From an optimization exercise on the open Yosys and OpenROAD flow, aimed at small area, a short achievable clock period and few clock cycles per item; shortcuts taken in it are not production practice. Only simulation tests tie the RTL to the original design; equivalence was not proved. Power and IR drop assume default switching activity.

Setup of job 9097:
// booth_pp_accumulator
module booth_pp_accumulator
(
    input  logic                            Clk,
    input  logic                            Reset,
    input  logic                            In_Valid,
    output logic                            In_Ready,
    input  logic [booth_acc_pkg::PP_W-1:0]  PP0,
    input  logic [booth_acc_pkg::PP_W-1:0]  PP1,
    input  logic [booth_acc_pkg::PP_W-1:0]  PP2,
    input  logic [booth_acc_pkg::PP_W-1:0]  PP3,
    input  logic [booth_acc_pkg::PP_W-1:0]  PP4,
    input  logic [booth_acc_pkg::PP_W-1:0]  PP5,
    input  logic [booth_acc_pkg::PP_W-1:0]  PP6,
    input  logic [booth_acc_pkg::PP_W-1:0]  PP7,
    input  logic [booth_acc_pkg::PP_W-1:0]  PP8,
    input  logic [booth_acc_pkg::PP_W-1:0]  PP9,
    input  logic [booth_acc_pkg::PP_W-1:0]  PP10,
    input  logic [booth_acc_pkg::PP_W-1:0]  PP11,
    input  logic [booth_acc_pkg::PP_W-1:0]  PP12,
    input  logic [booth_acc_pkg::PP_W-1:0]  PP13,
    input  logic [booth_acc_pkg::PP_W-1:0]  PP14,
    input  logic [booth_acc_pkg::PP_W-1:0]  PP15,
    input  logic [31:0]                     PP16,
    input  logic [15:0]                     Error_Correction,
    output logic                            Out_Valid,
    input  logic                            Out_Ready,
    output logic [booth_acc_pkg::PROD_W-1:0] Product,
    output logic                            Busy
);
Size: ~1800 cells after synthesis, about 0.019 sq mm of cells after synthesis.
export LEC_CHECK = 0
export CAP_MARGIN = 20
export CORE_MARGIN = 2
export CORE_UTILIZATION = 40
export SETUP_SLACK_MARGIN = 1.3
export SLEW_MARGIN = 20
export SYNTH_HIERARCHICAL = 1
export SYNTH_MINIMUM_KEEP_SIZE = 0
create_clock -name core_clock -period 5.0 [get_ports {Clk}]
standard.sh (not shown) runs the stock make flow with config.mk's settings and CLKGATE_MAP_FILE= SYNTH_SCRIPT=/design/flow/synth_recipe.tcl, a recipe that flattens the netlist after the stock synthesis.
==> flow/flow/run.sh <==
#!/bin/bash
# Own layout flow: the standard ORFS flow, with the I/O port buffers that global
# placement inserts (one per input and output port, as in the standard flow) made from
# sky130_fd_sc_hd__buf_1 instead of the delay-cell buffer buffer_ports picks by default.
# Every tool's output goes to the ORFS logs under orfs/logs and to flow_run.log here.
set -euo pipefail
export BUFFER_PORTS_ARGS="-buffer_cell sky130_fd_sc_hd__buf_1"
bash standard.sh finish > flow_run.log 2>&1
Testbench counts of job 9097, summed over its fixed seeds: cycles 4,800, items 2,400.
Here is what was changed in the inputs of job 194 compared with job 9097.
- changing SETUP_SLACK_MARGIN from 1.3 to 1.0
[summary]
The final layout from job 9097, which completed every stage, passed the timing, design-rule and antenna checks at the end of the flow. Job 194 ended with every stage complete and zero timing, DRC or antenna violations. Of job 194 and job 9097, the run reporting the lower delay of the slowest cell on the worst path was job 194. Job 9097 → job 194: vias after detailed routing now sits lower, number of nets in the layout moved down, x dimension of the die closely matched the old numbers, shortest clock period the worst path allows after layout moved up. Across both runs, met2 wire length was lower for job 194 than for job 9097. Side by side, post-cts repair resize count turned out lower in job 194 than in job 9097. Job 194 has less setup slack than job 9097. Looking at job 194 and job 9097, the global-route wire length before repair is a wash. Setup slack on the worst flop-to-flop path of job 194 is on par with job 9097. In the flow results for job 194 and job 9097, the power is smaller on job 194.
Input-level comparison between job 8142 and job 194:
- SETUP_SLACK_MARGIN changed from 1.0 to 1.6
==> comparison <==
Diff job 194 -> job 8142: final cell area excluding filler cells shows an increase of 0.0037 sq mm, portion of total power attributed to sequential cells -3.1 points, met2 capacity usage during global routing about even.
## Diff of input files: job 3017 against job 8142
- clearing SETUP_SLACK_MARGIN, which used to be 1.6
## What came out
Job 3017 finished every step from synthesis to the final layout, and the layout passed the timing, design-rule and antenna checks. Compared to job 8142, job 3017 shows a narrower setup margin. Against job 8142, job 3017 reports a met1 demand-to-capacity share in global routing that is lower. Diff job 8142 -> job 3017: worst hold slack across all endpoints went up by 0.018 ns; detailed-route wire length went down by 2.2 mm.

---

== main ==
booth_pp_accumulator, a different RTL version from the one above (not shown whole).
For scale: about 1300 cells after synthesis, about 660 I/O pins.
## booth_pp_accumulator
module booth_pp_accumulator
(
    input  logic                            Clk,
    input  logic                            Reset,
    input  logic                            In_Valid,
    output logic                            In_Ready,
    input  logic [booth_acc_pkg::PP_W-1:0]  PP0,
    input  logic [booth_acc_pkg::PP_W-1:0]  PP1,
    input  logic [booth_acc_pkg::PP_W-1:0]  PP2,
    input  logic [booth_acc_pkg::PP_W-1:0]  PP3,
    input  logic [booth_acc_pkg::PP_W-1:0]  PP4,
    input  logic [booth_acc_pkg::PP_W-1:0]  PP5,
    input  logic [booth_acc_pkg::PP_W-1:0]  PP6,
    input  logic [booth_acc_pkg::PP_W-1:0]  PP7,
    input  logic [booth_acc_pkg::PP_W-1:0]  PP8,
    input  logic [booth_acc_pkg::PP_W-1:0]  PP9,
    input  logic [booth_acc_pkg::PP_W-1:0]  PP10,
    input  logic [booth_acc_pkg::PP_W-1:0]  PP11,
    input  logic [booth_acc_pkg::PP_W-1:0]  PP12,
    input  logic [booth_acc_pkg::PP_W-1:0]  PP13,
    input  logic [booth_acc_pkg::PP_W-1:0]  PP14,
    input  logic [booth_acc_pkg::PP_W-1:0]  PP15,
    input  logic [31:0]                     PP16,
    input  logic [15:0]                     Error_Correction,
    output logic                            Out_Valid,
    input  logic                            Out_Ready,
    output logic [booth_acc_pkg::PROD_W-1:0] Product,
    output logic                            Busy
);
    localparam int PP_W   = booth_acc_pkg::PP_W;
  ...
clock: 5.0 ns
lec_check: 0
cap_margin: 20
core_margin: 2
core_utilization: 40
cts_buf_list: sky130_fd_sc_hd__clkbuf_4 sky130_fd_sc_hd__clkbuf_8
setup_slack_margin: 0.8
slew_margin: 20
synth_hierarchical: 1
synth_minimum_keep_size: 0
==> flow/flow/run.sh <==
#!/bin/bash
# Own layout flow: the standard ORFS flow (standard.sh: its synthesis, floorplan,
# placement, CTS and routing), with two changes:
#  - the I/O port buffers that global placement inserts (one per input and output port,
#    as in the standard flow) are sky130_fd_sc_hd__buf_1 instead of the delay-cell buffer
#    buffer_ports picks by default;
#  - before floorplanning, gates that synthesis sized up are put back at their smallest
#    drive strength (flow/pre_floorplan.tcl); repair then sizes up what timing needs.
# Every tool's output goes to the ORFS logs under orfs/logs and to flow_run.log here.
set -euo pipefail
here=$(cd "$(dirname "$0")" && pwd)
export BUFFER_PORTS_ARGS="-buffer_cell sky130_fd_sc_hd__buf_1"
export PRE_FLOORPLAN_TCL="$here/pre_floorplan.tcl"
bash standard.sh finish > flow_run.log 2>&1
==> flow/flow/pre_floorplan.tcl <==
# Before floorplanning: put the one-cell modules' gates that synthesis sized up back at
# their smallest drive strength (same function); later repair sizes up what timing needs.
set db [ord::get_db]
set swaps {
  sky130_fd_sc_hd__maj3_2  sky130_fd_sc_hd__maj3_1
  sky130_fd_sc_hd__a21oi_2 sky130_fd_sc_hd__a21oi_1
}
set n 0
foreach inst [[ord::get_db_block] getInsts] {
  set name [[$inst getMaster] getName]
  if { [dict exists $swaps $name] } {
    $inst swapMaster [$db findMaster [dict get $swaps $name]]
    incr n
  }
}
puts "pre_floorplan: resized $n cells to the smallest drive strength"
Testbench counts of main, summed over its fixed seeds: cycles 4,800, items 2,400.
Modified inputs, the feature branch compared to main
- SETUP_SLACK_MARGIN now 1.0, was 0.8
==> comparison <==
- No stage failed in the feature branch, and the final checks on the layout all came back clean.
- Relative to main, total via count after detailed routing has decreased by 0.98% in the feature branch.
- Relative to main, post-route minimum period has decreased by 0.067 ns in the feature branch.
- Diff main -> the feature branch: final cell count closely matched the old numbers, number of global-route vias before repair fell by 55.
- The feature branch consumes more power than main does.
- For the routed wire length, the feature branch came in about 1.1% lower than main did.
- Sort main and the feature branch by final HPWL from detailed placement desc -> top: main

[port drivers added, routing unchanged]
In the flow no input, the clock included, has a driving cell. The finished layouts below were timed again as built, in two steps. Step 1 sets driving cells, clkbuf_16 on the clock port and buf_2 on the other inputs (assumed; they add their load-dependent delay and slew). Step 2, shift: input delay + t, output delay - t, t = (earliest + latest rising clock arrival at the registers) / 2. This alone moves slack from input paths to output paths. Slacks: ideal / step 1 / step 2; pairs: ideal / step 1.
run | t (ns) | setup WS [ns] | hold slack, ns | latest minus earliest clock arrival (ns)
job 9097 | 0.422 | 1.250 / 1.256 / 0.834 | 0.609 / 0.609 / 0.609 | 0.008 / 0.008
job 194 | 0.415 | 1.099 / 1.121 / 0.706 | 0.615 / 0.615 / 0.615 | 0.018 / 0.018
job 8142 | 0.415 | 1.211 / 1.215 / 0.800 | 0.604 / 0.604 / 0.604 | 0.019 / 0.018
job 3017 | 0.401 | 0.998 / 0.949 / 0.637 | 0.622 / 0.622 / 0.622 | 0.012 / 0.011
main | 0.399 | 0.951 / 0.954 / 0.555 | 0.611 / 0.611 / 0.611 | 0.021 / 0.022
the feature branch | 0.404 | 1.018 / 1.027 / 0.623 | 0.607 / 0.607 / 0.607 | 0.017 / 0.017
After both steps setup and hold are still met in every run listed. The setup slack of job 9097, which loses most, moves by +0.006 ns with the drivers and by -0.416 ns with both steps.
